From an optimization exercise on the open Yosys and OpenROAD flow, aimed at small area, a short achievable clock period and few clock cycles per item; shortcuts taken in it are not production practice.
At most, simulation tests tie the RTL to the original design; equivalence was not proved.
Only the layout flow was run in runs 2 to 4; the RTL was not checked for function there.
No activity file was given, so power comes from the tool's default toggle rates.

==> config.mk <==
export PLATFORM = sky130hd
export DESIGN_NAME = break_reminder_timer
export DESIGN_NICKNAME = break_reminder_timer
export VERILOG_FILES = /design/flow/design.v
export SDC_FILE = /design/flow/constraint.sdc
export NUM_CORES = 4
export LEC_CHECK = 0
export ABC_AREA = 1
export CAP_MARGIN = 20
export CORE_MARGIN = 2
export CORE_UTILIZATION = 65
export CTS_BUF_LIST = sky130_fd_sc_hd__clkbuf_4 sky130_fd_sc_hd__clkbuf_8
export SETUP_SLACK_MARGIN = 3.5
export SLEW_MARGIN = 20
==> constraint.sdc <==
create_clock -name core_clock -period 6.5 [get_ports {clk}]
set_input_delay 1.3000 -clock core_clock [delete_from_list [all_inputs] [get_ports {clk}]]
set_output_delay 1.3000 -clock core_clock [all_outputs]
set_load 0.01 [all_outputs]
==> design.v <==
package brt_pkg;
  localparam logic [15:0] SEC_PER_MIN     = 16'd60;
  localparam logic [15:0] RESET_COUNTDOWN = 16'd1200;
  localparam int          CFG_IDX_W       = 3;
  localparam int          CFG_DATA_W      = 22;
  localparam int          IN_TDATA_W      = 40;
  localparam int          OUT_TDATA_W     = 32;
  localparam logic [1:0] PH_WORK  = 2'd0;
  localparam logic [1:0] PH_BREAK = 2'd1;
  localparam logic [1:0] PH_HOLD  = 2'd2;
  localparam logic [1:0] PH_GRACE = 2'd3;
  localparam logic [2:0] EV_NONE  = 3'd0;
  localparam logic [2:0] EV_START = 3'd1;
  localparam logic [2:0] EV_END   = 3'd2;
  localparam logic [2:0] EV_SKIP  = 3'd3;
  localparam logic [2:0] EV_WARN  = 3'd4;
  localparam logic [2:0] REQ_TICK     = 3'd0;
  localparam logic [2:0] REQ_PAUSE    = 3'd1;
  localparam logic [2:0] REQ_SKIP     = 3'd2;
  localparam logic [2:0] REQ_BREAKNOW = 3'd3;
  localparam logic [2:0] REQ_CLAMP    = 3'd4;
  localparam logic [2:0] REQ_IVL_CHG  = 3'd5;
  function automatic logic ge16(input logic [15:0] a, input logic [15:0] b);
    logic [15:0] g0, l0;
    logic [7:0]  g1, l1;
    logic [3:0]  g2, l2;
    logic [1:0]  g3, l3;
    logic        l4;
    g0 = a & ~b;
    l0 = ~a & b;
    for (int i = 0; i < 8; i++) begin
      g1[i] = g0[2*i+1] | (~l0[2*i+1] & g0[2*i]);
      l1[i] = l0[2*i+1] | (~g0[2*i+1] & l0[2*i]);
    end
    for (int i = 0; i < 4; i++) begin
      g2[i] = g1[2*i+1] | (~l1[2*i+1] & g1[2*i]);
      l2[i] = l1[2*i+1] | (~g1[2*i+1] & l1[2*i]);
    end
    for (int i = 0; i < 2; i++) begin
      g3[i] = g2[2*i+1] | (~l2[2*i+1] & g2[2*i]);
      l3[i] = l2[2*i+1] | (~g2[2*i+1] & l2[2*i]);
    end
    l4 = l3[1] | (~g3[1] & l3[0]);
    ge16 = ~l4;
  endfunction
  function automatic logic carry16(input logic [15:0] a, input logic [15:0] nb, input logic cin);
    logic [15:0] g0, p0;
    logic [7:0]  g1, p1;
    logic [3:0]  g2, p2;
    logic [1:0]  g3, p3;
    logic        g4, p4;
    g0 = a & nb;
    p0 = a | nb;
    for (int i = 0; i < 8; i++) begin
      g1[i] = g0[2*i+1] | (p0[2*i+1] & g0[2*i]);
      p1[i] = p0[2*i+1] & p0[2*i];
    end
    for (int i = 0; i < 4; i++) begin
      g2[i] = g1[2*i+1] | (p1[2*i+1] & g1[2*i]);
      p2[i] = p1[2*i+1] & p1[2*i];
    end
    for (int i = 0; i < 2; i++) begin
      g3[i] = g2[2*i+1] | (p2[2*i+1] & g2[2*i]);
      p3[i] = p2[2*i+1] & p2[2*i];
    end
    g4 = g3[1] | (p3[1] & g3[0]);
    p4 = p3[1] & p3[0];
    carry16 = g4 | (p4 & cin);
  endfunction
endpackage
module brt_cfg_regs (
  input  logic        clk,
  input  logic        rst_n,
  input  logic        wr_en,
  input  logic [2:0]  wr_index,
  input  logic [21:0] wr_data,
  output logic [13:0] ivl15,        
  output logic [15:0] break_secs,
  output logic [15:0] n_warn,       
  output logic [11:0] n_idle15,     
  output logic [7:0]  n_hold,       
  output logic [11:0] grace15,      
  output logic [8:0]  mode_bits,
  output logic [21:0] n_window      
);
  logic [9:0]  mul_in;
  logic [13:0] mul15;
  logic [13:0] n_m;     
  logic [21:0] n_d;     
  logic [7:0]  we;
  logic [13:0] r_ivl;
  logic [15:0] r_break;
  logic [11:0] r_grace;
  logic [8:0]  r_mode;
  assign mul_in = {wr_data[9:8] & {2{wr_index == 3'd0}}, wr_data[7:0]};
  assign mul15  = {mul_in, 4'd0} - {4'd0, mul_in};
  assign n_m    = ~(mul15 & {14{rst_n}});
  assign n_d    = ~(wr_data & {22{rst_n}});
  always_comb begin
    for (int k = 0; k < 8; k++) we[k] = !rst_n || (wr_en && wr_index == 3'(k));
  end
  always_ff @(posedge clk) begin
    if (we[0]) r_ivl <= n_m & ~({14{!rst_n}} & 14'd300);
    if (we[1]) r_break <= n_d[15:0] & ~({16{!rst_n}} & 16'd20);
    if (we[2]) n_warn <= n_d[15:0];
    if (we[3]) n_idle15 <= n_m[11:0];
    if (we[4]) n_hold <= n_d[7:0] & ~({8{!rst_n}} & 8'd10);
    if (we[5]) r_grace <= n_m[11:0];
    if (we[6]) r_mode <= n_d[8:0];
    if (we[7]) n_window <= n_d[21:0];
  end
  assign ivl15      = ~r_ivl;
  assign break_secs = ~r_break;
  assign grace15    = ~r_grace;
  assign mode_bits  = ~r_mode;
endmodule
module brt_step (
  input  logic [13:0] ivl15,
  input  logic [15:0] break_secs,
  input  logic [15:0] n_warn,       
  input  logic [11:0] grace15,
  input  logic        smart,
  input  logic        go,          
  input  logic        rst,         
  input  logic [2:0]  req,
  input  logic        t_idle,
  input  logic        t_run,
  input  logic [3:0]  busy,
  input  logic [1:0]  phase,
  input  logic [15:0] cd,
  input  logic        cd_zero,     
  input  logic        cd_le1,      
  input  logic        hold_over,   
  input  logic [3:0]  reason,
  input  logic        paused,
  output logic [1:0]  n_phase,
  output logic [15:0] n_cd,
  output logic        n_zero,      
  output logic        n_le1,       
  output logic        n_hclr,      
  output logic        n_hinc,      
  output logic [3:0]  n_reason,
  output logic        n_paused,
  output logic [2:0]  n_ev
);
  logic [15:0] ivl_secs;
  logic [15:0] grace_secs;
  logic [15:0] cd_dec;
  logic        warn_hit;
  logic [15:0] nw;
  logic        cd_hi0;
  logic        cd_is1;
  logic        cd_is2;
  logic        busy_nz;
  logic        sbusy_nz;
  assign ivl_secs   = {ivl15, 2'b00};
  assign grace_secs = {2'b00, grace15, 2'b00};
  assign busy_nz    = busy != 4'd0;
  assign sbusy_nz   = smart && busy_nz;
  assign cd_dec     = cd - 16'd1;
  assign nw         = n_warn;
  always_comb begin
    warn_hit = (n_warn != 16'hFFFF) && !(cd[0] ^ nw[0]);
    for (int i = 1; i < 16; i++)
      warn_hit = warn_hit && ((cd[i] ^ nw[i]) == (cd[i-1] | nw[i-1]));
  end
  assign cd_hi0     = cd[15:2] == 14'd0;
  assign cd_is1     = cd_hi0 && !cd[1] && cd[0];
  assign cd_is2     = cd_hi0 && cd[1] && !cd[0];
  logic tick, tk, run, ph_w, ph_b, ph_h, ph_g, ph_hg;
  logic r_pause, r_skip, r_bnow, r_clamp, r_ivl;
  logic clamp_hit;
  logic hg_go, h_stay, h_free, g_hold, g_dec;
  logic sel_dec, sel_ivl, sel_brk, sel_gr;
  logic to_hold, to_grace, to_work;
  assign tick    = req == brt_pkg::REQ_TICK;
  assign r_pause = req == brt_pkg::REQ_PAUSE;
  assign r_skip  = req == brt_pkg::REQ_SKIP;
  assign r_bnow  = req == brt_pkg::REQ_BREAKNOW;
  assign r_clamp = req == brt_pkg::REQ_CLAMP;
  assign r_ivl   = req == brt_pkg::REQ_IVL_CHG;
  assign ph_w    = phase == brt_pkg::PH_WORK;
  assign ph_b    = phase == brt_pkg::PH_BREAK;
  assign ph_h    = phase == brt_pkg::PH_HOLD;
  assign ph_g    = phase == brt_pkg::PH_GRACE;
  assign ph_hg   = phase[1];
  assign tk      = tick && !paused;
  assign run     = tk && t_run && !ph_b;        
  assign clamp_hit = brt_pkg::carry16(cd, ~ivl_secs, 1'b0);
  assign hg_go   = run && ph_hg && !hold_over;
  assign h_stay  = hg_go && ph_h && busy_nz;              
  assign h_free  = hg_go && ph_h && !busy_nz;             
  assign g_hold  = hg_go && ph_g && sbusy_nz;             
  assign g_dec   = hg_go && ph_g && !sbusy_nz && !cd_le1;
  assign sel_dec = (tk && ph_b && !cd_le1) || (run && ph_w && !cd_zero) || g_dec;
  assign to_work = (tk && ph_b && cd_le1) || (tk && !ph_b && t_idle) || r_skip;
  assign sel_ivl = to_work || (ph_w && (r_ivl || (r_clamp && clamp_hit)));
  assign sel_brk = (run && ph_w && cd_zero && !sbusy_nz) || (run && ph_hg && hold_over)
                || (h_free && grace15 == 12'd0) || (hg_go && ph_g && !sbusy_nz && cd_le1)
                || (r_bnow && !ph_b);
  assign sel_gr  = h_free && grace15 != 12'd0;
  assign to_hold = (run && ph_w && cd_zero && sbusy_nz) || g_hold;
  assign to_grace = sel_gr;
  logic g;
  logic s_dec, s_ivl, s_brk, s_gr, s_keep;
  assign g      = go && !rst;
  assign s_dec  = g && sel_dec;
  assign s_ivl  = g && sel_ivl;
  assign s_brk  = g && sel_brk;
  assign s_gr   = g && sel_gr;
  assign s_keep = !rst && !(s_dec || s_ivl || s_brk || s_gr);
  assign n_cd = ({16{s_dec}} & cd_dec) | ({16{s_ivl}} & ivl_secs)
              | ({16{s_brk}} & break_secs) | ({16{s_gr}} & grace_secs)
              | ({16{s_keep}} & cd) | ({16{rst}} & brt_pkg::RESET_COUNTDOWN);
  assign n_zero = (s_dec && cd_is1) || (s_ivl && ivl15 == 14'd0)
               || (s_brk && break_secs == 16'd0) || (s_keep && cd_zero);
  assign n_le1  = (s_dec && (cd_is1 || cd_is2)) || (s_ivl && ivl15 == 14'd0)
               || (s_brk && break_secs[15:1] == 15'd0) || (s_keep && cd_le1);
  logic p_brk, p_work, p_hold, p_grace, p_keep;
  assign p_brk   = s_brk;
  assign p_work  = g && !sel_brk && to_work;
  assign p_hold  = g && !sel_brk && !to_work && to_hold;
  assign p_grace = g && !sel_brk && !to_work && !to_hold && to_grace;
  assign p_keep  = !rst && !(p_brk || p_work || p_hold || p_grace);
  assign n_phase = {p_hold || p_grace || (p_keep && phase[1]),
                    p_brk || p_grace || (p_keep && phase[0])};
  logic r_busy, r_keep;
  assign r_busy = g && (to_hold || h_stay);
  assign r_keep = !rst && !(g && (to_hold || h_stay || sel_brk || to_work || g_dec || h_free));
  assign n_reason = ({4{r_busy}} & busy) | ({4{r_keep}} & reason);
  assign n_paused = !rst && (g ? (r_pause ? !paused : (!r_bnow && paused)) : paused);
  always_comb begin
    if (sel_brk && !r_bnow || r_bnow && !ph_b) n_ev = brt_pkg::EV_START;
    else if (tk && ph_b && cd_le1)             n_ev = brt_pkg::EV_END;
    else if (r_skip && ph_b)                   n_ev = brt_pkg::EV_SKIP;
    else if (((run && ph_w && !cd_zero) || g_dec) && warn_hit) n_ev = brt_pkg::EV_WARN;
    else                                       n_ev = brt_pkg::EV_NONE;
  end
  assign n_hclr = ph_w;
  assign n_hinc = run && ph_hg;
endmodule
module break_reminder_timer (
  input  logic                            clk,
  input  logic                            rst_n,
  input  logic                            in_tvalid,
  output logic                            in_tready,
  input  logic [brt_pkg::IN_TDATA_W-1:0]  in_tdata,
  input  logic [2:0]                      in_tuser,
  output logic                            out_tvalid,
  input  logic                            out_tready,
  output logic [brt_pkg::OUT_TDATA_W-1:0] out_tdata,
  input  logic                            cfg_valid,
  output logic                            cfg_ready,
  input  logic [brt_pkg::CFG_IDX_W-1:0]   cfg_index,
  input  logic [brt_pkg::CFG_DATA_W-1:0]  cfg_data
);
  logic [13:0] ivl15;
  logic [15:0] break_secs;
  logic [15:0] n_warn;
  logic [11:0] n_idle15;
  logic [7:0]  n_hold;
  logic [11:0] grace15;
  logic [8:0]  mode_bits;
  logic [21:0] n_window;
  logic        s1_vld;
  logic [2:0]  s1_req;
  logic        s1_idle;
  logic        s1_run;
  logic [3:0]  s1_busy;
  logic        out_vld;
  logic [1:0]  phase;
  logic [15:0] cd;
  logic [7:0]  hm;
  logic [5:0]  hs;
  logic [3:0]  reason;
  logic        paused;
  logic [2:0]  ev;
  logic [1:0]  n_phase;
  logic [15:0] n_cd;
  logic        n_hclr;
  logic        n_hinc;
  logic        n_zero;
  logic        n_le1;
  logic        cd_zero;
  logic        cd_le1;
  logic        hold_over;
  logic [3:0]  n_reason;
  logic        n_paused;
  logic [2:0]  n_ev;
  logic        adv;
  logic        take;
  assign cfg_ready = 1'b1;
  brt_cfg_regs u_cfg (
    .clk          (clk),
    .rst_n        (rst_n),
    .wr_en        (cfg_valid),
    .wr_index     (cfg_index),
    .wr_data      (cfg_data),
    .ivl15        (ivl15),
    .break_secs   (break_secs),
    .n_warn       (n_warn),
    .n_idle15     (n_idle15),
    .n_hold       (n_hold),
    .grace15      (grace15),
    .mode_bits    (mode_bits),
    .n_window     (n_window)
  );
  logic [15:0] idle_secs;
  logic [2:0]  dow;
  logic [10:0] minute;
  logic [6:0]  day_mask;
  logic        day_on;
  logic [10:0] n_from;
  logic [10:0] n_to;
  logic        ge_from;
  logic        lt_to;
  logic        win_hit;
  logic        idle_hit;
  logic        in_hours;
  assign idle_secs = in_tdata[15:0];
  assign dow       = in_tdata[22:20];
  assign minute    = in_tdata[33:23];
  assign idle_hit  = (n_idle15 != 12'hFFF)
                   && brt_pkg::carry16({2'b00, idle_secs[15:2]}, {4'hF, n_idle15}, 1'b1);
  assign day_mask  = mode_bits[8:2];
  always_comb begin
    case (dow)
      3'd1: day_on = day_mask[0];
      3'd2: day_on = day_mask[1];
      3'd3: day_on = day_mask[2];
      3'd4: day_on = day_mask[3];
      3'd5: day_on = day_mask[4];
      3'd6: day_on = day_mask[5];
      default: day_on = day_mask[6];
    endcase
  end
  assign n_from    = n_window[10:0];
  assign n_to      = n_window[21:11];
  assign ge_from   = brt_pkg::carry16({5'd0, minute}, {5'h1F, n_from}, 1'b1);
  assign lt_to     = !brt_pkg::carry16({5'd0, minute}, {5'h1F, n_to}, 1'b1);
  assign win_hit   = brt_pkg::carry16({5'd0, ~n_to}, {5'h1F, n_from}, 1'b1)
                   ? (ge_from && lt_to) : (ge_from || lt_to);
  assign in_hours  = !mode_bits[1] || (day_on && win_hit);
  assign adv       = s1_vld && (!out_vld || out_tready);
  assign in_tready = !s1_vld || adv;
  assign take      = in_tready && in_tvalid;
  always_ff @(posedge clk) begin
    if (!rst_n) begin
      s1_vld <= 1'b0;
    end else if (in_tready) begin
      s1_vld <= in_tvalid;
    end
  end
  always_ff @(posedge clk) begin
    if (take) begin
      s1_req  <= in_tuser;
      s1_idle <= idle_hit;
      s1_run  <= !idle_hit && in_hours;
      s1_busy <= in_tdata[19:16];
    end
  end
  brt_step u_step (
    .go           (adv),
    .rst          (!rst_n),
    .ivl15        (ivl15),
    .break_secs   (break_secs),
    .n_warn       (n_warn),
    .grace15      (grace15),
    .smart        (mode_bits[0]),
    .req          (s1_req),
    .t_idle       (s1_idle),
    .t_run        (s1_run),
    .busy         (s1_busy),
    .phase        (phase),
    .cd           (cd),
    .cd_zero      (cd_zero),
    .cd_le1       (cd_le1),
    .hold_over    (hold_over),
    .reason       (reason),
    .paused       (paused),
    .n_phase      (n_phase),
    .n_cd         (n_cd),
    .n_hclr       (n_hclr),
    .n_zero       (n_zero),
    .n_le1        (n_le1),
    .n_hinc       (n_hinc),
    .n_reason     (n_reason),
    .n_paused     (n_paused),
    .n_ev         (n_ev)
  );
  always_ff @(posedge clk) begin
    if (!rst_n)          out_vld <= 1'b0;
    else if (adv)        out_vld <= 1'b1;
    else if (out_tready) out_vld <= 1'b0;
  end
  always_ff @(posedge clk) begin
    phase   <= n_phase;
    cd      <= n_cd;
    cd_zero <= n_zero;
    cd_le1  <= n_le1;
    reason  <= n_reason;
    paused  <= n_paused;
  end
  logic [7:0] hm_inc;
  logic [5:0] hs_inc;
  logic       h_clr;
  logic       h_inc;
  logic       h_keep;
  assign hm_inc = hm + {7'd0, hs == 6'd59};
  assign hs_inc = (hs == 6'd59) ? 6'd0 : hs + 6'd1;
  assign h_clr  = adv && n_hclr;
  assign h_inc  = adv && n_hinc;
  assign h_keep = !(h_clr || h_inc);
  always_ff @(posedge clk) begin
    if (adv) ev <= n_ev;
    hm <= ({8{h_inc}} & hm_inc) | ({8{h_keep}} & hm);
    hs <= ({6{h_inc}} & hs_inc) | ({6{h_keep}} & hs);
  end
  logic hs_step;
  logic ho_cmp;
  assign hs_step = s1_vld && s1_req == brt_pkg::REQ_TICK && s1_run && !paused && phase[1];
  assign ho_cmp  = brt_pkg::carry16({8'd0, hm + {7'd0, hs_step ? (hs[5:1] == 5'd29) : (hs == 6'd59)}},
                                    {8'hFF, n_hold}, 1'b1);
  always_ff @(posedge clk) begin
    if (adv && n_hclr)      hold_over <= n_hold == 8'hFF;
    else if (adv ^ hs_step) hold_over <= hold_over;
    else                    hold_over <= ho_cmp;
  end
  assign out_tvalid = out_vld;
  assign out_tdata  = {6'd0, ev, reason, paused, cd, phase};
endmodule
==> flow/run.sh <==
#!/bin/bash
# Layout flow: the standard flow (standard synthesis and ORFS layout),
# with the port buffers that buffer_ports inserts made plain buf_1 cells
# instead of the tool's default pick (a slow delay buffer).
# ORFS writes each step's log under orfs/logs; make's own output is kept in
# standard.log here.
set -euo pipefail
cd "$(dirname "$0")/.."
export BUFFER_PORTS_ARGS="-buffer_cell sky130_fd_sc_hd__buf_1"
bash standard.sh > standard.log 2>&1
==> standard.sh <==
#!/bin/bash
# synth_recipe.tcl (not shown) runs the flow's synth.tcl, then flattens the netlist and writes it again
# the make line also repeats each setting of config.mk as NAME=value (left out here)
make -C /OpenROAD-flow-scripts/flow DESIGN_CONFIG=/design/flow/config.mk WORK_HOME=/design/flow/orfs CLKGATE_MAP_FILE= SYNTH_SCRIPT=/design/flow/synth_recipe.tcl "${@:-finish}"
==> notes.md, run 1 <==
Flow run:
- Max-cap violations in this run came to 0.

Timing:
- The final hold violation count is 0.
- Headroom to the max-slew limit came out at 0.2936.
- The worst path needs 2.981 ns of the cycle, external delays included.
- For the pin with the worst max-slew slack, the measured transition is around 1.1 ns.
- The final critical-path share of the clock period is 0.4586.
- Setup violations remaining at the end of the flow were counted as 0.
- For the final routed database, the setup TNS stands at 0 ns.
- Setup repair after global routing could not meet its margin everywhere.
- The final-report max-slew violation count came to 0.
- For this run, the top clock speed supported by timing is 335.4 MHz.
- The clock arrives with 0.01426 ns of skew.

Detailed routing:
- The routed via count divided by cell count is 5.789.
- After detailed routing, the average wire length per cell comes to approximately 17 microns.
- Wires add up to ~23,000 microns.
- The final route contains between 7k and 8k vias.
- The number of DRC violations after detailed routing is 0.
- The residual antenna-violating net count after detailed routing is 0.
- The iteration count of the initial detailed-routing pass is 6.
- The number of DRC violations after detailed-routing iteration 0 is 811.

Cells and area:
- After routing the design area is 10,150 sq um.
- The most common library cell in the layout ignoring fill and taps is sky130_fd_sc_hd__nand2_1.
- 0 antenna diodes ended up in the layout.
- The area of the multi-input gates is roughly 4100 sq um.
- Relative to the synthesized area, the layout overhead comes to 9.799%.
- In the final design database the tool counted 1,281 nets.
- The library cells used most frequently in the layout, excluding fill and tap cells, are sky130_fd_sc_hd__nand2_1, sky130_fd_sc_hd__inv_1, sky130_fd_sc_hd__edfxtp_1.
- The sequential cells in the finished layout cover a total of about 4500 sq um.
- Of the cells placed in the final design, the portion with a size suffix greater than 1 is 0.08725.
- The number of inserted filler cells in the final layout is 1,100.

Worst setup path:
- The setup check on the worst reg-to-reg path leaves a slack of 3.73 ns.
- The launching point of the worst reg2reg path is hs[0].
- The worst setup path is of the input pin to output port kind.
- The type of element launching the critical path is an input pin.
- The maximum fanout count along the critical path is 3.
- The critical path's slowest cell is sky130_fd_sc_hd__clkbuf_2.
- The type of element capturing the critical path is an output port.
- The signal on the critical path passes through buf_1 > nor2_2 > nand2_2 > clkbuf_2.
- Data on the critical path arrives at its endpoint at 1.68 ns.
- The longest individual stage delay on the worst path is 0.13 ns.
- The endpoint required time on the critical path is 5.20 ns.
- The reg-to-reg critical path endpoint is hold_over.
- The number of cells on the worst reg-to-reg path is 16.

Yosys:
- For this run, asynchronously set or reset flops after synthesis account for 0.
- Synthesis inferred 163 register bits.
- In this run, synthesis inferred 122 flip-flops with an integrated enable.
- By area the synthesized netlist is led by sky130_fd_sc_hd__edfxtp_1, sky130_fd_sc_hd__dfxtp_1, sky130_fd_sc_hd__nand2_1.
- The share of the synthesized area in the top cell type is 0.3963.
- The combined area of all synthesized cells is 9244 sq um.
- After synthesis, the mean cell area works out to approximately 8.6 sq um.
- Counting every instance in the synthesized netlist gives 1,081.
- The Yosys warning count is 3.
- Among all flip-flop cells after synthesis, the most frequent one is sky130_fd_sc_hd__edfxtp_1.
- Synthesis instantiated 54 different standard cells from the library.
- The largest total area in the synthesized netlist belongs to sky130_fd_sc_hd__edfxtp_1.
- The sequential element share of the synthesized area is 0.4851.

Global routing:
- Entering global routing, the biggest net connects 46 pins.
- The via count of the first global-routing pass is between 7k and 8k.
- The wire length of the first global-routing pass is 35,090 microns.
- The remaining global-route overflow is 0.
- In the global route stage, overall resource usage came out at 0.3065.
- The number of antenna violations at the first check in global routing came to 0.

Pwr:
- Of the total power, the share spent switching nets is 0.2878.
- The share of total power dissipated in the clock network is 0.293.
- The leakage power is 4.171 nW.
- Internal power comes to roughly 0.0016 W.
- The combinational power share is 0.147.
- The total power divided by cell area is 225.6 nW/um^2.
- VDD sags by at most 0.1783 mV.
- The share of total power dissipated in sequential elements is 0.560.
- The switching power is 0.0006589 W.

Clock tree:
- The clock latency on the worst-skew pair is 0.45 ns.
- The clock tree root buffer cell is sky130_fd_sc_hd__clkbuf_8.
- The buffer levels on the longest clock path is 2.
- For this design, the sink count on the clock tree is ~160.
- The number of hold buffers added after cts is 0.
- The number of clock buffers added by TritonCTS is 17.
- The number of H-tree levels is 4.
- After clock tree synthesis, the clock-pin slew on the worst setup and hold paths is roughly 0.090 ns.
- TritonCTS built the clock tree.

Floorplan:
- The core box area is ~14,000 sq um.
- From bottom edge to top edge, the die measures approximately 120 microns.
- The number of top-level design ports is 108.
- The initial core utilization is 0.6659.
- The number of placement rows is 43.
- The die footprint is 15,190 sq um.
- The die width is 123.3 microns.

Placed design:
- After detailed placement, the total cell area comes to roughly 9700 sq um.
- The estimated wirelength of the detail-placed design is between 15,000 and 20,000 microns.
- The weighted congestion reported at the end of routability-driven placement is between 0.9 and 1.
- The count of buffers from port buffering is 92.

Worst hold path:
- The worst hold path belongs to the class flip-flop to flip-flop.
- The depth of the worst hold-timing path is 2.
- The startpoint identified for the worst hold timing path is reason[0].
- The hold-critical path endpoint is reason[0].

Run status:
- The flow ran to the end and the layout has no timing, DRC or antenna violations.
worst max-delay path: cells and delay by family:
kind,cells,cell delay (ns)
buffers and inverters,2,0.21
and+or+nand+nor,2,0.18
per-stage QoR:
step | power [W] | util | std cells | hold slack, ns | setup slack [ns]
after CTS | 0.002289 | 0.7261 | 1370 | 0.4731 | 3.511
after global routing | 0.002390 | 0.7312 | 1372 | 0.4875 | 3.484
final | 0.002289 | 0.7312 | 1372 | 0.4676 | 3.519
after detailed placement | 0.001627 | 0.6992 | 1338 | 0.4593 | 2.569
after floorplan | 0.001513 | - | 1086 | 0.4473 | 3.499
after global placement | 0.001618 | 0.6992 | 1338 | 0.4535 | 2.658
timing repair:
action / CTS / global route
resized for setup: 4 / 12
pin swaps: 1 / 1
setup endpoints to repair: 24 / 31
buffers inserted: 1 / 2
cell families (layout without fill, tap and decap cells):
| logic type | Yosys count | in the layout | synth area share |
|---|---|---|---|
| simple gates | 516 | 516 | 0.2646 |
| compound gates | 159 | 159 | 0.09773 |
| buf+inv | 179 | 285 | 0.08162 |
| xor+xnor | 34 | 34 | 0.03221 |
| other cells | 2 | 7 | 0.0008124 |
| fa+ha+maj | 28 | 28 | 0.03790 |
| flops | 163 | 163 | 0.4851 |
power by group through the flow:
stage          logic [W]  clock network [W]  registers (W)
6_report        0.000337           0.000671        0.00128
5_1_grt         0.000380           0.000722        0.00129
4_1_cts         0.000328           0.000682        0.00128
3_5_place_dp    0.000326                  0        0.00130
3_3_place_gp    0.000318                  0        0.00130
2_1_floorplan   0.000237                  0        0.00128
per-layer routing:
layer | global-route usage | part of all wire
met1 | 0.4259 | 0.43
met2 | 0.4839 | 0.46
met3 | 0.04474 | 0.075
met4 | 0.1293 | 0.036
met5 | 0 | 0
cell type report:
type / count / area share
Inverter: 153 / 0.05683
Clock buffer: 18 / 0.02379
Timing Repair Buffer: 101 / 0.04130
Multi-Input combinational cell: 744 / 0.4030
Tap cell: 180 / 0.02219
Clock inverter: 13 / 0.01109
Sequential cell: 163 / 0.4418
synthesized netlist by cell type, types with 2 or more instances:
| master | count |
|---|---|
| sky130_fd_sc_hd__nor3_1 | 26 |
| sky130_fd_sc_hd__o21ai_0 | 70 |
| sky130_fd_sc_hd__nand2_1 | 200 |
| sky130_fd_sc_hd__o21bai_1 | 3 |
| sky130_fd_sc_hd__nor2_4 | 3 |
| sky130_fd_sc_hd__nand3_1 | 80 |
| sky130_fd_sc_hd__o32ai_1 | 2 |
| sky130_fd_sc_hd__or2_2 | 7 |
| sky130_fd_sc_hd__a21oi_1 | 37 |
| sky130_fd_sc_hd__inv_1 | 143 |
| sky130_fd_sc_hd__o31ai_1 | 3 |
| sky130_fd_sc_hd__nand2_2 | 3 |
| sky130_fd_sc_hd__a22o_1 | 2 |
| sky130_fd_sc_hd__o21ai_1 | 4 |
| sky130_fd_sc_hd__a31oi_1 | 2 |
| sky130_fd_sc_hd__nor4_1 | 7 |
| sky130_fd_sc_hd__nand4_1 | 27 |
| sky130_fd_sc_hd__dfxtp_1 | 41 |
| sky130_fd_sc_hd__buf_2 | 6 |
| sky130_fd_sc_hd__nand3_2 | 17 |
| sky130_fd_sc_hd__nand3b_1 | 8 |
| sky130_fd_sc_hd__inv_2 | 8 |
| sky130_fd_sc_hd__nor2_1 | 122 |
| sky130_fd_sc_hd__nand2_4 | 4 |
| sky130_fd_sc_hd__o211ai_1 | 3 |
| sky130_fd_sc_hd__ha_1 | 28 |
| sky130_fd_sc_hd__clkbuf_1 | 5 |
| sky130_fd_sc_hd__xor2_1 | 27 |
| sky130_fd_sc_hd__nor2_2 | 4 |
| sky130_fd_sc_hd__edfxtp_1 | 122 |
| sky130_fd_sc_hd__a221oi_1 | 2 |
| sky130_fd_sc_hd__conb_1 | 2 |
| sky130_fd_sc_hd__xnor2_1 | 7 |
| sky130_fd_sc_hd__o21a_1 | 2 |
| sky130_fd_sc_hd__a211oi_1 | 2 |
| sky130_fd_sc_hd__o22ai_1 | 22 |
| sky130_fd_sc_hd__buf_4 | 13 |
registers in the layout, indices dropped and copies added, names as in the netlist, 6 cells and up:
name	cells
cd	16
u_cfg.r_break	16
u_cfg.n_idle15	12
u_cfg.r_ivl	14
hm	8
hs	6
u_cfg.n_hold	8
u_cfg.n_window	22
u_cfg.r_grace	12
u_cfg.n_warn	16
u_cfg.r_mode	9
worst max path at each step:
stage | startpoint | end | depth (start not counted)
2_1_floorplan | cfg_index[2] | u_cfg.n_warn[0] | 3
3_3_place_gp | rst_n | cd[0] | 9
3_5_place_dp | rst_n | cd[0] | 9
4_1_cts | out_tready | in_tready | 4
5_1_grt | out_tready | in_tready | 4
6_report | out_tready | in_tready | 4
Testbench counts, summed over its fixed seeds: cycles 48,096, items 48,000.
==> inputs of run 2 (changes only) <==
--- a/design.v
+++ b/design.v
@@ -22,25 +22,2 @@
   localparam logic [2:0] REQ_IVL_CHG  = 3'd5;
-  function automatic logic ge16(input logic [15:0] a, input logic [15:0] b);
-    logic [15:0] g0, l0;
-    logic [7:0]  g1, l1;
-    logic [3:0]  g2, l2;
-    logic [1:0]  g3, l3;
-    logic        l4;
-    g0 = a & ~b;
-    l0 = ~a & b;
-    for (int i = 0; i < 8; i++) begin
-      g1[i] = g0[2*i+1] | (~l0[2*i+1] & g0[2*i]);
-      l1[i] = l0[2*i+1] | (~g0[2*i+1] & l0[2*i]);
-    end
-    for (int i = 0; i < 4; i++) begin
-      g2[i] = g1[2*i+1] | (~l1[2*i+1] & g1[2*i]);
-      l2[i] = l1[2*i+1] | (~g1[2*i+1] & l1[2*i]);
-    end
-    for (int i = 0; i < 2; i++) begin
-      g3[i] = g2[2*i+1] | (~l2[2*i+1] & g2[2*i]);
-      l3[i] = l2[2*i+1] | (~g2[2*i+1] & l2[2*i]);
-    end
-    l4 = l3[1] | (~g3[1] & l3[0]);
-    ge16 = ~l4;
-  endfunction
   function automatic logic carry16(input logic [15:0] a, input logic [15:0] nb, input logic cin);
@@ -130,4 +107,2 @@
   input  logic [15:0] cd,
-  input  logic        cd_zero,     
-  input  logic        cd_le1,      
   input  logic        hold_over,   
@@ -137,4 +112,2 @@
   output logic [15:0] n_cd,
-  output logic        n_zero,      
-  output logic        n_le1,       
   output logic        n_hclr,      
@@ -149,6 +122,4 @@
   logic        warn_hit;
-  logic [15:0] nw;
-  logic        cd_hi0;
-  logic        cd_is1;
-  logic        cd_is2;
+  logic        cd_zero;
+  logic        cd_le1;
   logic        busy_nz;
@@ -160,11 +131,5 @@
   assign cd_dec     = cd - 16'd1;
-  assign nw         = n_warn;
-  always_comb begin
-    warn_hit = (n_warn != 16'hFFFF) && !(cd[0] ^ nw[0]);
-    for (int i = 1; i < 16; i++)
-      warn_hit = warn_hit && ((cd[i] ^ nw[i]) == (cd[i-1] | nw[i-1]));
-  end
-  assign cd_hi0     = cd[15:2] == 14'd0;
-  assign cd_is1     = cd_hi0 && !cd[1] && cd[0];
-  assign cd_is2     = cd_hi0 && cd[1] && !cd[0];
+  assign warn_hit   = (n_warn != 16'hFFFF) && ((cd_dec ^ n_warn) == 16'hFFFF);
+  assign cd_le1     = cd[15:1] == 15'd0;
+  assign cd_zero    = cd_le1 && !cd[0];
   logic tick, tk, run, ph_w, ph_b, ph_h, ph_g, ph_hg;
@@ -214,6 +179,2 @@
               | ({16{s_keep}} & cd) | ({16{rst}} & brt_pkg::RESET_COUNTDOWN);
-  assign n_zero = (s_dec && cd_is1) || (s_ivl && ivl15 == 14'd0)
-               || (s_brk && break_secs == 16'd0) || (s_keep && cd_zero);
-  assign n_le1  = (s_dec && (cd_is1 || cd_is2)) || (s_ivl && ivl15 == 14'd0)
-               || (s_brk && break_secs[15:1] == 15'd0) || (s_keep && cd_le1);
   logic p_brk, p_work, p_hold, p_grace, p_keep;
@@ -281,6 +242,2 @@
   logic        n_hinc;
-  logic        n_zero;
-  logic        n_le1;
-  logic        cd_zero;
-  logic        cd_le1;
   logic        hold_over;
@@ -375,4 +332,2 @@
     .cd           (cd),
-    .cd_zero      (cd_zero),
-    .cd_le1       (cd_le1),
     .hold_over    (hold_over),
@@ -383,4 +338,2 @@
     .n_hclr       (n_hclr),
-    .n_zero       (n_zero),
-    .n_le1        (n_le1),
     .n_hinc       (n_hinc),
@@ -398,4 +351,2 @@
     cd      <= n_cd;
-    cd_zero <= n_zero;
-    cd_le1  <= n_le1;
     reason  <= n_reason;
@@ -418,12 +369,3 @@
   end
-  logic hs_step;
-  logic ho_cmp;
-  assign hs_step = s1_vld && s1_req == brt_pkg::REQ_TICK && s1_run && !paused && phase[1];
-  assign ho_cmp  = brt_pkg::carry16({8'd0, hm + {7'd0, hs_step ? (hs[5:1] == 5'd29) : (hs == 6'd59)}},
-                                    {8'hFF, n_hold}, 1'b1);
-  always_ff @(posedge clk) begin
-    if (adv && n_hclr)      hold_over <= n_hold == 8'hFF;
-    else if (adv ^ hs_step) hold_over <= hold_over;
-    else                    hold_over <= ho_cmp;
-  end
+  assign hold_over = brt_pkg::carry16({8'd0, hm_inc}, {8'hFF, n_hold}, 1'b1);
   assign out_tvalid = out_vld;
==> run 2 against run 1 <==
- still clean on timing, DRC and antenna
- highest routed layer unchanged
- sequential share of layout area is 0.42 points higher
- clock skew shrank 0.0020 ns
- critical path type is now flip-flop to flip-flop
- sequential power about the same
- synthesized cell count fell by 7.6%
- global-route usage decreased by 0.61 points
- sequential cell count decreased by 3
- maximum frequency fell by 0.25%
- final cell count down 4.7%
- register-to-register slack got worse by 0.22 ns
- clock-buffer cell count increased by 2
- core utilization is 5.1 points higher
- final area decreased by 2.3%
==> notes.md, run 2 <==
Cells and area:
- The number of inserted diodes is 0 (unchanged).
- The number of flip-flops in the largest register is 22 (unchanged).
- More flip-flops sit in one register than any other, and that register is u_cfg.n_window.
- From synthesis to final layout, the design area changed by 17.06%.
- The share of layout cells above drive strength 1 is 0.1295 (+0.04227).
- In the layout the commonest cells are sky130_fd_sc_hd__nand2_1, sky130_fd_sc_hd__nor2_1, sky130_fd_sc_hd__edfxtp_1.
- The count of nets after finishing is 1,207 (-5.8%).
- The number of inserted filler cells in the final layout is 905 (-18%).
- The most common library cell in the layout ignoring fill and taps is sky130_fd_sc_hd__nand2_1.

Worst setup path:
- STA classifies the critical path startpoint as a flip-flop.
- The worst setup path is captured at a flip-flop.
- The maximum fanout count along the critical path is 8 (+5).
- The endpoint required time on the critical path came to 6.89 ns (+1.69 ns).
- By startpoint and endpoint, the worst setup path is classified as flip-flop to flip-flop.
- The launching point of the worst reg2reg path is hs[1].
- The critical path starts at hs[1].
- The arrival time at the worst endpoint is 3.38 ns (+1.70 ns).
- The reg-to-reg critical path endpoint is cd[14].
- The most critical setup path has its endpoint at cd[14].
- The number of cells on the worst reg-to-reg path is 22 (+6).
- The setup slack on the worst flop-to-flop path is 3.51 ns (-0.22 ns).

Yosys:
- The most numerous cell in the Yosys netlist is sky130_fd_sc_hd__nand2_1.
- The sequential element share of the synthesized area is 0.5210 (+0.03593).
- The number of storage elements in the synthesis netlist is 160 (-1.8%).
- Summed over all instances, the cell type with the most area after synthesis is sky130_fd_sc_hd__edfxtp_1.
- The number of distinct library cell variants in the gate-level netlist after synthesis is 45 (-17%).
- The async set-or-reset flop fraction in the synthesized netlist is 0 (unchanged).
- The average footprint of a synthesized cell was 8.480 sq um (-0.83%).
- The Yosys warning count was 3 (unchanged).
- Among all flip-flop cells after synthesis, the most frequent one is sky130_fd_sc_hd__edfxtp_1.
- Ranked by total cell area, the synthesized netlist is headed by sky130_fd_sc_hd__edfxtp_1, sky130_fd_sc_hd__nand2_1, sky130_fd_sc_hd__dfxtp_1.
- The commonest cells after synthesis are sky130_fd_sc_hd__nand2_1, sky130_fd_sc_hd__nor2_1, sky130_fd_sc_hd__edfxtp_1, sky130_fd_sc_hd__inv_1, sky130_fd_sc_hd__nand3_1.
- The combined area of all synthesized cells is 8472 sq um (-8.4%).
- The number of enable flip-flop cells after synthesis is 121 (-0.82%).
- The number of instances in the synthesized netlist is 999 (-7.6%).
- The share of the synthesized area in the top cell type is 0.4289 (+0.03257).

Clock tree:
- The clock buffer count from CTS is 17 (unchanged).
- The number of sinks handled by clock tree synthesis is 160 (-1.8%).
- Clock tree synthesis selected as its root buffer the cell sky130_fd_sc_hd__clkbuf_8.
- The clock latency on the worst-skew pair came to 0.45 ns (about the same).
- The clock-pin transition on the worst setup and hold timing paths is 0.08 ns (about the same).
- The buffer levels on the longest clock path is 2 (unchanged).
- The number of H-tree levels is 4 (unchanged).
- TritonCTS built the clock tree.

Flow run:
- The number of max-capacitance violations reported is 0 (unchanged).

Worst hold path:
- The path class of the tightest hold or removal check is flip-flop to flip-flop.

Timing:
- The final hold violation count was 0 (unchanged).
- The final-report max-slew violation count is 0 (unchanged).
- The final critical-path share of the clock period was 0.4598 (+0.001169).
- The worst hold slack is 0.4638 ns (-0.003842 ns).
- The largest clock skew in the final design is 0.01221 ns (-0.002050 ns).
- The slew at the pin closest to its max-slew limit is 0.8777 ns (-0.1747 ns).
- The sum of negative setup slack is 0 ns (unchanged).
- The time the final worst path needs with I/O delays and setup is 2.989 ns (+0.007600 ns).
- Setup repair after global routing could not meet its margin everywhere.
- The fmax is 334.6 MHz (-0.25%).
- The number of endpoints failing setup at the final stage is 0 (unchanged).
- The normalized max-slew margin is 0.4094 (+0.1158).

Detailed routing:
- The number of DRC violations after detailed routing was 0 (unchanged).
- The routed via count divided by cell count came to 5.690 (-1.7%).
- The number of DRC violations after detailed-routing iteration 0 came to 631 (-22%).
- The iteration count of the initial detailed-routing pass came to 5 (-1).
- The residual antenna-violating net count after detailed routing is 0 (unchanged).
- The wire length per cell is 16.17 microns (-2.5%).
- The total number of vias is 7,437 (-6.4%).
- The total length of routed wires is 21,130 microns (-7.1%).

Floorplan:
- The die footprint is 13,960 sq um (-8.1%).
- The number of placement rows came to 41 (-4.7%).
- The die width came to 118.2 microns (-4.1%).
- The core box area is 12,670 sq um (-8.7%).
- The die boundary height came to 118.2 microns (-4.1%).
- The initial core utilization is 0.6686 (+0.002663).
- The number of top-level design ports is 108 (unchanged).

Pwr:
- The total power divided by cell area is 231.4 nW/um^2 (+2.6%).
- The largest vdd supply drop was 0.1385 mV (-22%).
- The leakage power is 4.098 nW (-1.7%).

Global routing:
- The via count of the first global-routing pass is 6,722 (-4.1%).
- The combined global-route utilization of all metal layers is 0.3004 (-0.006100).
- The maximum number of pins on one net before global-route repair was 41 (-11%).
- The number of antenna violations at the first check in global routing is 0 (unchanged).
- The remaining global-route overflow is 0 (unchanged).
- The wire length of the first global-routing pass was 32,530 microns (-7.3%).

Placed design:
- The weighted congestion reported at the end of routability-driven placement is 0.9614 (-2.8%).
- The estimated wirelength of the detail-placed design is 14,470 microns (-16%).
- The count of buffers from port buffering is 92 (unchanged).

Run status:
- The run finished with no timing, DRC or antenna violations.
run 2: cell count changes after synthesis, moves of 6 or more:
cell	before	now
sky130_fd_sc_hd__nand2_1	200	223
sky130_fd_sc_hd__nor2_1	122	134
sky130_fd_sc_hd__ha_1	28	11
sky130_fd_sc_hd__buf_2	6	0
sky130_fd_sc_hd__nand3_2	17	4
sky130_fd_sc_hd__inv_1	143	116
sky130_fd_sc_hd__nor3_1	26	16
sky130_fd_sc_hd__nand4_1	27	18
run 2: layout make-up:
class	count	area [sq um]	share of cell area
clock buffers	20	256.5	0.02586
repair buffers	121	623.1	0.06283
flip-flops and latches	160	4423	0.4460
well taps	172	215.2	0.02170
multi-input cells	703	3802	0.3834
inverters	119	450.4	0.04542
clock inverters	11	141.4	0.01426
repair inverters	1	5.005	0.0005047
run 2: repair_timing:
action,in CTS,in global routing
pin swaps,9,16
cloned,2,1
hold buffers,0,0
buffers inserted,9,13
setup endpoints to repair,23,35
resized for setup,32,60
run 2: critical path, cell delays in order (launching register included):
cell and delay [ns]:
sky130_fd_sc_hd__dfxtp_4 0.37, sky130_fd_sc_hd__ha_4 0.14, sky130_fd_sc_hd__nand4_1 0.11, sky130_fd_sc_hd__inv_1 0.12
sky130_fd_sc_hd__ha_4 0.16, sky130_fd_sc_hd__ha_4 0.16, sky130_fd_sc_hd__nand2_4 0.07, sky130_fd_sc_hd__nor2_4 0.11
sky130_fd_sc_hd__nand2_2 0.07, sky130_fd_sc_hd__nand2_4 0.08, sky130_fd_sc_hd__nand3_2 0.06, sky130_fd_sc_hd__nand2_2 0.08
sky130_fd_sc_hd__inv_1 0.06, sky130_fd_sc_hd__nand2_2 0.09, sky130_fd_sc_hd__nand3_4 0.11, sky130_fd_sc_hd__nor2_4 0.17
sky130_fd_sc_hd__nand4_1 0.20, sky130_fd_sc_hd__nand3_4 0.20, sky130_fd_sc_hd__buf_6 0.16, sky130_fd_sc_hd__nand2_4 0.12
sky130_fd_sc_hd__nor2_2 0.13, sky130_fd_sc_hd__nor2_1 0.08, sky130_fd_sc_hd__nand2_1 0.08
run 2: logic make-up after synthesis:
family	count (synthesis)	synth area share
compound gates	146	0.09880
xor+xnor	29	0.02998
fa+ha+maj	11	0.01625
buf+inv	143	0.07089
flops	160	0.5210
mux	1	0.001182
other cells	2	0.0008865
simple gates	507	0.2610
run 2: worst min path at each step:
stage	from	to	cells past startpoint
final	reason[2]	reason[2]	2
after detailed placement	reason[1]	reason[1]	2
after global placement	reason[2]	reason[2]	2
after global routing	reason[0]	reason[0]	2
after floorplan	s1_busy[1]	reason[1]	2
after CTS	reason[3]	reason[3]	2
run 2: stage by stage:
stage / utilization / worst slack (ns) / cells / power, W / instance area (sq um)
6_report: 0.7827 / 3.511 / 1307 / 0.002295 / 9917
5_1_grt: 0.7827 / 3.359 / 1307 / 0.002388 / 9917
4_1_cts: 0.7566 / 3.505 / 1293 / 0.002279 / 9587
3_5_place_dp: 0.7076 / 2.215 / 1251 / 0.001546 / 8966
3_3_place_gp: 0.7076 / 2.296 / 1251 / 0.001539 / 8966
2_1_floorplan: - / 3.499 / 1004 / 0.001446 / 8503
run 2: power by group:
part	internal (W)	switching (W)	leakage, nW	total (W)
registers	0.00119	0.0000620	1.51	0.00125
logic	0.000109	0.000197	2.38	0.000305
clock network	0.000388	0.000351	0.202	0.000739
total	0.00169	0.000610	4.10	0.00229
run 2: layer usage:
layer  part of all wire  wire length, microns  track usage  up-vias
met5                  0                     0            0        -
met4              0.036                   764       0.1355        0
met3              0.080                  1701      0.05840       54
met2               0.49                 10280       0.4986      338
met1               0.40                  8385       0.3827     3423
li1                   -                     -            -     3622
==> inputs of run 3 (changes only) <==
==> flow/run.sh (replaced) <==
#!/bin/bash
# Layout flow: the standard flow (standard synthesis and ORFS layout),
# with two changes: the port buffers that buffer_ports inserts are plain buf_1
# cells instead of the tool's default pick (a slow delay buffer), and clock
# tree synthesis inserts no dummy loads.
# ORFS writes each step's log under orfs/logs; make's own output is kept in
# standard.log here.
set -euo pipefail
cd "$(dirname "$0")/.."
export BUFFER_PORTS_ARGS="-buffer_cell sky130_fd_sc_hd__buf_1"
export CTS_ARGS="-sink_clustering_enable -repair_clock_nets -buf_list {sky130_fd_sc_hd__clkbuf_4 sky130_fd_sc_hd__clkbuf_8} -dont_use_dummy_load"
bash standard.sh > standard.log 2>&1
--- a/config.mk
+++ b/config.mk
@@ -11,3 +11,2 @@
 export CORE_UTILIZATION = 65
-export CTS_BUF_LIST = sky130_fd_sc_hd__clkbuf_4 sky130_fd_sc_hd__clkbuf_8
 export SETUP_SLACK_MARGIN = 3.5
==> run 3 against run 2 <==
- still clean on timing, DRC and antenna
- worst hold slack lost 0.0028 ns
- via count is 1.1% lower
- final area decreased by 1.3%
- register-to-register slack gained 0.07 ns
- core utilization down 1.0 points
- critical endpoint is now in_tready
==> notes.md, run 3 <==
Run status:
- The flow ran to the end and the layout has no timing, DRC or antenna violations.

Yosys:
- The number of storage elements in the synthesis netlist was 160 (unchanged).
- The async set-or-reset flop fraction in the synthesized netlist is 0 (unchanged).
- The library cell occupying the most area in the post-synthesis netlist is sky130_fd_sc_hd__edfxtp_1.
- The combined area of all synthesized cells is 8472 sq um (unchanged).
- By count the netlist is led by sky130_fd_sc_hd__nand2_1, sky130_fd_sc_hd__nor2_1, sky130_fd_sc_hd__edfxtp_1, sky130_fd_sc_hd__inv_1, sky130_fd_sc_hd__nand3_1.
- The number of distinct library cell variants in the gate-level netlist after synthesis is 45 (unchanged).
- The Yosys warning count is 3 (unchanged).
- The average footprint of a synthesized cell is 8.480 sq um (unchanged).
- Sorting the synthesized cells by area gives the leading types as sky130_fd_sc_hd__edfxtp_1, sky130_fd_sc_hd__nand2_1, sky130_fd_sc_hd__dfxtp_1.
- The number of enable flip-flop cells after synthesis is 121 (unchanged).
- The share of the synthesized area in the top cell type is 0.4289 (unchanged).
- For this run, the leading register cell type out of synthesis is sky130_fd_sc_hd__edfxtp_1.
- The sequential element share of the synthesized area is 0.5210 (unchanged).
- The number of instances in the synthesized netlist came to 999 (unchanged).
- Yosys instantiated no cell more often than sky130_fd_sc_hd__nand2_1.

Worst setup path:
- The arrival time at the worst endpoint is 1.66 ns (-1.72 ns).
- The longest individual stage delay on the worst path is 0.14 ns (-0.23 ns).
- The critical path's slowest cell is sky130_fd_sc_hd__clkbuf_2.
- The type of element launching the critical path is an input pin.
- The critical path starts at out_tready.
- The maximum fanout count along the critical path is 3 (-5).
- The endpoint required time on the critical path is 5.20 ns (-1.69 ns).
- The signal on the critical path passes through buf_1 > inv_1 > nand3_2 > clkbuf_2.
- The worst register-to-register path begins at hs[0].
- The critical path is of the input pin to output port type.
- The worst setup path is captured at an output port.

Pwr:
- The total power is 0.002093 W (-8.8%).
- The combinational power share is 0.146 (+0.013).
- The total power divided by cell area is 213.9 nW/um^2 (-7.6%).
- The switching power is 0.0005648 W (-7.3%).
- The largest vdd supply drop was 0.1396 mV (+0.79%).
- The leakage power is 4.018 nW (-2.0%).
- The sequential cell fraction of total power is 0.598 (+0.053).
- The fraction of power spent switching nets was 0.2698 (+0.004161).
- The cell-internal power came to 0.001529 W (-9.3%).
- The power share of the clock group is 0.256 (-0.066).

Detailed routing:
- The number of DRC violations after detailed-routing iteration 0 was 664 (+5.2%).
- The wire length per cell is 16.12 microns (-0.32%).
- The total length of routed wires is 20,780 microns (-1.7%).
- The number of DRC violations after detailed routing is 0 (unchanged).
- The residual antenna-violating net count after detailed routing is 0 (unchanged).
- The routed via count divided by cell count is 5.704 (+0.24%).
- The total number of vias was 7,352 (-1.1%).
- The iteration count of the initial detailed-routing pass is 6 (+1).

Worst hold path:
- The worst hold path belongs to the class flip-flop to flip-flop.
- The worst hold path begins at reason[2].

Floorplan:
- The core box area is 12,670 sq um (unchanged).
- The die footprint is 13,960 sq um (unchanged).
- The die width came to 118.2 microns (unchanged).
- The number of placement rows is 41 (unchanged).
- The number of top-level design ports is 108 (unchanged).
- The die boundary height came to 118.2 microns (unchanged).
- The initial core utilization is 0.6686 (unchanged).

Global routing:
- The wire length of the first global-routing pass is 31,980 microns (-1.7%).
- The number of antenna violations at the first check in global routing is 0 (unchanged).
- The remaining global-route overflow is 0 (unchanged).
- The via count of the first global-routing pass was 6,593 (-1.9%).
- The maximum number of pins on one net before global-route repair is 41 (unchanged).
- The combined global-route utilization of all metal layers came to 0.2955 (-0.004936).

Timing:
- The time the final worst path needs with I/O delays and setup is 2.961 ns (-0.02831 ns).
- The largest clock skew in the final design is 0.02298 ns (+0.01077 ns).
- The slew at the pin closest to its max-slew limit is 1.022 ns (+0.1443 ns).
- The sum of negative setup slack is 0 ns (unchanged).
- The fmax was 337.8 MHz (+0.96%).
- The final hold violation count is 0 (unchanged).
- Setup repair after global routing could not meet its margin everywhere.
- The number of endpoints failing setup at the final stage is 0 (unchanged).
- The worst setup margin came to 3.540 ns (+0.02831 ns).
- The final-report max-slew violation count was 0 (unchanged).
- The normalized max-slew margin is 0.3123 (-0.09712).
- The final critical-path share of the clock period is 0.4555 (-0.004355).
- The worst hold slack is 0.4610 ns (-0.002792 ns).

Placed design:
- The weighted congestion reported at the end of routability-driven placement came to 0.9614 (unchanged).
- The post-place setup slack is 2.215 ns (unchanged).
- The count of buffers from port buffering is 92 (unchanged).
- The estimated wirelength of the detail-placed design is 14,470 microns (unchanged).

Cells and area:
- The share of layout cells above drive strength 1 is 0.1298 (+0.0002966).
- The area growth from synthesis to layout is 15.54%.
- The number of inserted filler cells in the final layout came to 931 (+2.9%).
- The number of flip-flops in the largest register is 22 (unchanged).
- The most flop-heavy register is u_cfg.n_window.
- The count of nets after finishing is 1,203 (-0.33%).
- The top cell types in the final layout, fill and taps aside, are sky130_fd_sc_hd__nand2_1, sky130_fd_sc_hd__nor2_1, sky130_fd_sc_hd__edfxtp_1.
- The most common library cell in the layout ignoring fill and taps is sky130_fd_sc_hd__nand2_1.
- The number of inserted diodes is 0 (unchanged).

Clock tree:
- The number of hold buffers added after cts is 0 (unchanged).
- The clock latency on the worst-skew pair came to 0.46 ns (about the same).
- The clock-pin transition on the worst setup and hold timing paths is 0.05 ns (-0.03 ns).
- The buffer levels on the longest clock path is 2 (unchanged).
- TritonCTS built the clock tree.
- The clock buffer count from CTS is 17 (unchanged).
- The clock tree root buffer cell is sky130_fd_sc_hd__clkbuf_8.
- The number of H-tree levels came to 4 (unchanged).
- The number of sinks handled by clock tree synthesis is 160 (unchanged).

Flow run:
- The number of max-capacitance violations reported is 0 (unchanged).
-- run 3: what timing repair did --
action                     4_1_cts  5_1_grt
setup endpoints to repair       23       35
gates resized for setup         29       77
gates cloned                     2        1
hold endpoints to repair         0        0
pin swaps                        9       37
setup buffers                   10        8
-- run 3: worst paths after layout --
check	endpoint	slack, ns	depth (start not counted)
setup / recovery	in_tready	3.54	4
hold / removal	reason[2]	0.46	2
setup reg to reg	cd[14]	3.58	21
hold reg to reg	reason[2]	0.46	2
-- run 3: cells by family after synthesis --
group	Yosys count	share of synthesized area
xor+xnor	29	0.02998
flops	160	0.5210
simple gates	507	0.2610
buf+inv	143	0.07089
mux	1	0.001182
fa+ha+maj	11	0.01625
other cells	2	0.0008865
compound gates	146	0.09880
-- run 3: final cells by class --
class / instances / area, sq um / area share
repair inverters: 1 / 5.005 / 0.0005113
repair buffers: 117 / 574.3 / 0.05867
inverters: 119 / 450.4 / 0.04602
clock buffers: 17 / 234.0 / 0.02390
flip-flops and latches: 160 / 4424 / 0.4520
multi-input cells: 703 / 3885 / 0.3969
well taps: 172 / 215.2 / 0.02199
-- run 3: routing by layer --
metal,vias up,part of all wire,track usage
met4,0,0.040,0.1280
met1,3366,0.41,0.3840
met3,60,0.078,0.05550
met5,-,0,0
li1,3585,-,-
met2,341,0.48,0.4859
-- run 3: critical path, delay by kind of cell --
family | cells | cell delay [ns]
AND/OR/NAND/NOR | 1 | 0.08
buffers and inverters | 3 | 0.28
-- run 3: through the flow --
| step | instance area [sq um] | cells | utilization |
|---|---|---|---|
| after global routing | 9788 | 1289 | 0.7725 |
| final | 9788 | 1289 | 0.7725 |
| after floorplan | 8503 | 1004 | - |
| after CTS | 9424 | 1280 | 0.7438 |
| after global placement | 8966 | 1251 | 0.7076 |
| after detailed placement | 8966 | 1251 | 0.7076 |
-- run 3: power groups by stage --
stage | Combinational (W) | Clock (W) | Sequential [W]
floorplan | 0.000194 | 0 | 0.00125
global placement | 0.000271 | 0 | 0.00127
detailed placement | 0.000277 | 0 | 0.00127
CTS | 0.000288 | 0.000538 | 0.00125
global route | 0.000345 | 0.000572 | 0.00126
finish | 0.000307 | 0.000535 | 0.00125
==> inputs of run 4 (changes only) <==
==> flow/run.sh (replaced) <==
#!/bin/bash
# Layout flow: the standard flow (standard synthesis and ORFS layout),
# with two changes: the port buffers that buffer_ports inserts are plain buf_1
# cells instead of the tool's default pick (a slow delay buffer), and clock
# tree synthesis uses larger sink clusters and inserts no dummy loads.
# ORFS writes each step's log under orfs/logs; make's own output is kept in
# standard.log here.
set -euo pipefail
cd "$(dirname "$0")/.."
export BUFFER_PORTS_ARGS="-buffer_cell sky130_fd_sc_hd__buf_1"
export CTS_ARGS="-sink_clustering_enable -sink_clustering_size 40 -sink_clustering_max_diameter 400 -sink_clustering_levels 1 -repair_clock_nets -buf_list {sky130_fd_sc_hd__clkbuf_8 sky130_fd_sc_hd__clkbuf_16} -dont_use_dummy_load"
bash standard.sh > standard.log 2>&1
==> run 4 against run 3 <==
- clock-buffer cell count stayed put
- synthesized cell count stayed put
- combinational power hardly changed
- clock skew is 0.0065 ns lower
- final cell count is 0.16% higher
- clock power is 48% higher
- via count is 0.79% higher
- sequential share of layout area is 0.87 points lower
- first-iteration DRC count is 0.75% lower
- register-to-register slack worse by 0.09 ns
- global-route usage is 1.1 points higher
- area after synthesis stayed put
- still clean on timing, DRC and antenna
==> notes.md, run 4 <==
Cells and area:
- The final design instance area without fill is 9980 sq um (+2.0%).
- Relative to the synthesized area, the layout overhead comes to 17.80%.
- The library cell used most frequently in the layout, excluding fill and tap cells, is sky130_fd_sc_hd__nand2_1.
- The share of layout cells above drive strength 1 is 0.1314 (+0.001555).
- The number of flip-flops in the largest register came to 22 (unchanged).
- u_cfg.n_window holds more flip-flops than any other register.
- The number of inserted filler cells in the final layout was 906 (-2.7%).
- The number of inserted diodes is 0 (unchanged).
- The count of nets after finishing is 1,205 (+0.17%).
- The library cells used most frequently in the layout, excluding fill and tap cells, are sky130_fd_sc_hd__nand2_1, sky130_fd_sc_hd__nor2_1, sky130_fd_sc_hd__edfxtp_1.

Global routing:
- The maximum number of pins on one net before global-route repair was 41 (unchanged).
- The via count of the first global-routing pass came to 6,733 (+2.1%).
- The wire length of the first global-routing pass is 33,000 microns (+3.2%).
- The remaining global-route overflow is 0 (unchanged).
- The combined global-route utilization of all metal layers was 0.3069 (+0.01142).
- The number of antenna violations at the first check in global routing is 0 (unchanged).

Yosys:
- The Yosys warning count came to 3 (unchanged).
- The commonest cells after synthesis are sky130_fd_sc_hd__nand2_1, sky130_fd_sc_hd__nor2_1, sky130_fd_sc_hd__edfxtp_1, sky130_fd_sc_hd__inv_1, sky130_fd_sc_hd__nand3_1.
- The sequential element share of the synthesized area is 0.5210 (unchanged).
- The share of the synthesized area in the top cell type came to 0.4289 (unchanged).
- The number of enable flip-flop cells after synthesis is 121 (unchanged).
- The number of distinct library cell variants in the gate-level netlist after synthesis is 45 (unchanged).
- For this run, the leading register cell type out of synthesis is sky130_fd_sc_hd__edfxtp_1.
- The average footprint of a synthesized cell is 8.480 sq um (unchanged).
- In the post-synthesis netlist, the cell with the most instances is sky130_fd_sc_hd__nand2_1.
- The library cell occupying the most area in the post-synthesis netlist is sky130_fd_sc_hd__edfxtp_1.
- The combined area of all synthesized cells is 8472 sq um (unchanged).
- The async set-or-reset flop fraction in the synthesized netlist was 0 (unchanged).
- The number of storage elements in the synthesis netlist is 160 (unchanged).
- Sorting the synthesized cells by area gives the leading types as sky130_fd_sc_hd__edfxtp_1, sky130_fd_sc_hd__nand2_1, sky130_fd_sc_hd__dfxtp_1.
- The number of instances in the synthesized netlist was 999 (unchanged).

Timing:
- The largest clock skew in the final design is 0.01649 ns (-0.006489 ns).
- The normalized max-slew margin is 0.2138 (-0.09848).
- The slew at the pin closest to its max-slew limit is 1.168 ns (+0.1464 ns).
- Setup repair after global routing could not meet its margin everywhere.
- The final-report max-slew violation count came to 0 (unchanged).
- The fmax was 332.2 MHz (-1.7%).
- The final critical-path share of the clock period came to 0.4631 (+0.007643).
- The final hold violation count is 0 (unchanged).
- The number of endpoints failing setup at the final stage is 0 (unchanged).
- The sum of negative setup slack is 0 ns (unchanged).
- The time the final worst path needs with I/O delays and setup is 3.010 ns (+0.04968 ns).
- The worst setup margin is 3.490 ns (-0.04968 ns).

Worst hold path:
- The type of the tightest min-delay check is flip-flop to flip-flop.
- The startpoint identified for the worst hold timing path is reason[2].
- The depth of the worst hold-timing path is 2 (unchanged).
- The worst hold path terminates at reason[2].

Worst setup path:
- Traced cell by cell, the critical path runs through ha_4 > nand4_1 > inv_1 > ha_4 > ha_4 > buf_6 > nand3_1 > nand2_1 > nand2_1 > inv_2 > nand2_1 > nand2_1 > nor2_2 > nand2_2 > nand3_4 > nor2_4 > nand4_1 > nand3_4 > nor2_1 > nand3_1 > nand2_2 > inv_2 > o21ai_1.
- The endpoint required time on the critical path came to 6.81 ns (+1.61 ns).
- The number of buffer and inverter stages on the critical path is 4 (+1).
- The number of cells on the worst reg-to-reg path is 23 (+9.5%).
- The longest individual stage delay on the worst path was 0.37 ns (+0.23 ns).
- The setup slack on the worst flop-to-flop path is 3.49 ns (-0.09 ns).
- The maximum fanout count along the critical path came to 6 (+3).
- The critical path starts at hs[1].
- The launching point of the worst reg2reg path is hs[1].
- The worst setup path is of the flip-flop to flip-flop kind.
- Among the stages of the critical path, the cell type that occurs most often is sky130_fd_sc_hd__nand2_1.
- The cell family with the largest share of critical-path delay is simple AND/OR/NAND/NOR gates.
- The type of element launching the critical path is a flip-flop.
- The reg-to-reg critical path endpoint is phase[0].
- The critical path's slowest cell is sky130_fd_sc_hd__dfxtp_4.
- The type of element capturing the critical path is a flip-flop.
- The arrival time at the worst endpoint is 3.32 ns (+1.66 ns).

Clock tree:
- The number of H-tree levels is 4 (unchanged).
- The buffer levels on the longest clock path is 2 (unchanged).
- The number of hold buffers added after cts is 0 (unchanged).
- The number of sinks handled by clock tree synthesis is 160 (unchanged).
- In this run the clock root is driven by a sky130_fd_sc_hd__clkbuf_16.
- The clock-pin transition on the worst setup and hold timing paths is 0.05 ns (about the same).
- The clock latency on the worst-skew pair is 0.43 ns (-0.03 ns).
- The clock buffer count from CTS came to 17 (unchanged).
- The CTS tree is yes.

Floorplan:
- The number of top-level design ports was 108 (unchanged).
- The die boundary height was 118.2 microns (unchanged).
- The core box area is 12,670 sq um (unchanged).
- The initial core utilization is 0.6686 (unchanged).
- The die width is 118.2 microns (unchanged).
- The number of placement rows is 41 (unchanged).
- The die footprint is 13,960 sq um (unchanged).

Pwr:
- The leakage power was 4.099 nW (+2.0%).
- The total power divided by cell area was 235.7 nW/um^2 (+10%).
- The largest vdd supply drop is 0.1727 mV (+24%).

Detailed routing:
- The total length of routed wires is 21,440 microns (+3.2%).
- The routed via count divided by cell count is 5.740 (+0.63%).
- The number of DRC violations after detailed-routing iteration 0 was 659 (-0.75%).
- The total number of vias is 7,410 (+0.79%).
- The wire length per cell is 16.60 microns (+3.0%).
- The number of DRC violations after detailed routing is 0 (unchanged).
- The iteration count of the initial detailed-routing pass came to 6 (unchanged).
- The residual antenna-violating net count after detailed routing is 0 (unchanged).

Placed design:
- The post-place instance area is 8966 sq um (unchanged).
- The count of buffers from port buffering came to 92 (unchanged).
- The estimated wirelength of the detail-placed design came to 14,470 microns (unchanged).
- The weighted congestion reported at the end of routability-driven placement was 0.9614 (unchanged).
- The post-place setup slack was 2.215 ns (unchanged).

Flow run:
- The number of max-capacitance violations reported is 0 (unchanged).

Run status:
- The run finished with no timing, DRC or antenna violations.
==> run 4: cell counts after synthesis <==
Identical to the previous run, type by type.
==> run 4: layout make-up <==
cell class / count / area [sq um] / area share
multi-input cells: 702 / 3860 / 0.3868
inverters: 119 / 450.4 / 0.04514
clock buffers: 17 / 425.4 / 0.04263
flip-flops and latches: 160 / 4424 / 0.4433
well taps: 172 / 215.2 / 0.02156
repair buffers: 120 / 599.3 / 0.06006
repair inverters: 1 / 5.005 / 0.0005015
==> run 4: where the power goes <==
part           leakage, nW  switching (W)  internal (W)
registers             1.51      0.0000625       0.00119
clock network        0.209       0.000339      0.000452
logic                 2.38       0.000199      0.000108
==> run 4: worst max path at each step <==
stage | depth (start not counted) | slack [ns] | endpoint
floorplan | 3 | 3.50 | u_cfg.n_warn[0]
global route | 23 | 3.29 | phase[1]
detailed placement | 9 | 2.21 | cd[0]
CTS | 4 | 3.51 | in_tready
finish | 23 | 3.49 | phase[0]
global placement | 9 | 2.30 | cd[10]
==> run 4: logic make-up after synthesis <==
group | synth area share
DFF | 0.5210
adders and majority gates | 0.01625
and+or+nand+nor | 0.2610
muxes | 0.001182
buffers and inverters | 0.07089
AOI/OAI and AO/OA | 0.09880
other | 0.0008865
xor gates and xnor gates | 0.02998
==> run 4: per-stage QoR <==
stage	power, W	hold WS, ns	util	instances
2_1_floorplan	0.001446	0.4450	-	1004
5_1_grt	0.002442	0.4780	0.7876	1291
3_5_place_dp	0.001546	0.4579	0.7076	1251
3_3_place_gp	0.001539	0.4538	0.7076	1251
6_report	0.002352	0.4524	0.7876	1291
4_1_cts	0.002334	0.4555	0.7607	1283
==> run 4: per-layer routing <==
| layer | share of wire | vias up | GRT usage |
|---|---|---|---|
| met5 | 0 | - | 0 |
| met4 | 0.036 | 0 | 0.1363 |
| met3 | 0.076 | 66 | 0.06660 |
| li1 | - | 3596 | - |
| met2 | 0.49 | 343 | 0.5101 |
| met1 | 0.40 | 3405 | 0.3864 |
==> run 4: timing repair <==
item | in CTS | in global routing
pin swaps | 11 | 20
cloned | 2 | 0
buffers inserted | 13 | 8
resized for setup | 33 | 73
setup endpoints to repair | 23 | 36
==> run 4: worst register-to-register path, delay by kind of cell (launching register included) <==
| kind | cells | cell delay, ns |
|---|---|---|
| buf+inv | 4 | 0.38 |
| flops | 1 | 0.37 |
| compound gates | 1 | 0.06 |
| simple gates | 15 | 1.65 |
| fa+ha+maj | 3 | 0.44 |

## static timing again, ports no longer ideal
How much do the figures lean on ideal ports? The routed layouts below were timed once more, with nothing changed but the port constraints.
Step 1 (the two cells are an assumption about what drives the block):
set clk [get_ports {clk}]
set_driving_cell -lib_cell sky130_fd_sc_hd__clkbuf_16 $clk
set_driving_cell -lib_cell sky130_fd_sc_hd__buf_2 [delete_from_list [all_inputs] $clk]
Step 2, shift: input delay + t, output delay - t, t = (earliest + latest rising clock arrival at the registers) / 2. This alone moves slack from input paths to output paths.
Slacks: ideal ports / drivers / drivers and shift; pairs: ideal ports / drivers.
run	t, ns	slack for setup (ns)	clock arrival spread, ns	worst slew at a driven data input, ns	cell pins on the clock port's net
run 1	0.485	3.519 / 3.496 / 3.096	0.014 / 0.015	0.06	1
run 2	0.483	3.511 / 3.511 / 3.161	0.012 / 0.013	0.03	1
run 3	0.484	3.540 / 3.520 / 3.171	0.024 / 0.024	0.04	1
run 4	0.470	3.490 / 3.490 / 3.197	0.019 / 0.019	0.04	1
After both steps setup and hold are still met in every run listed. For run 1, which loses most, drivers alone change the setup slack by -0.023 ns; drivers and shift together by -0.423 ns.
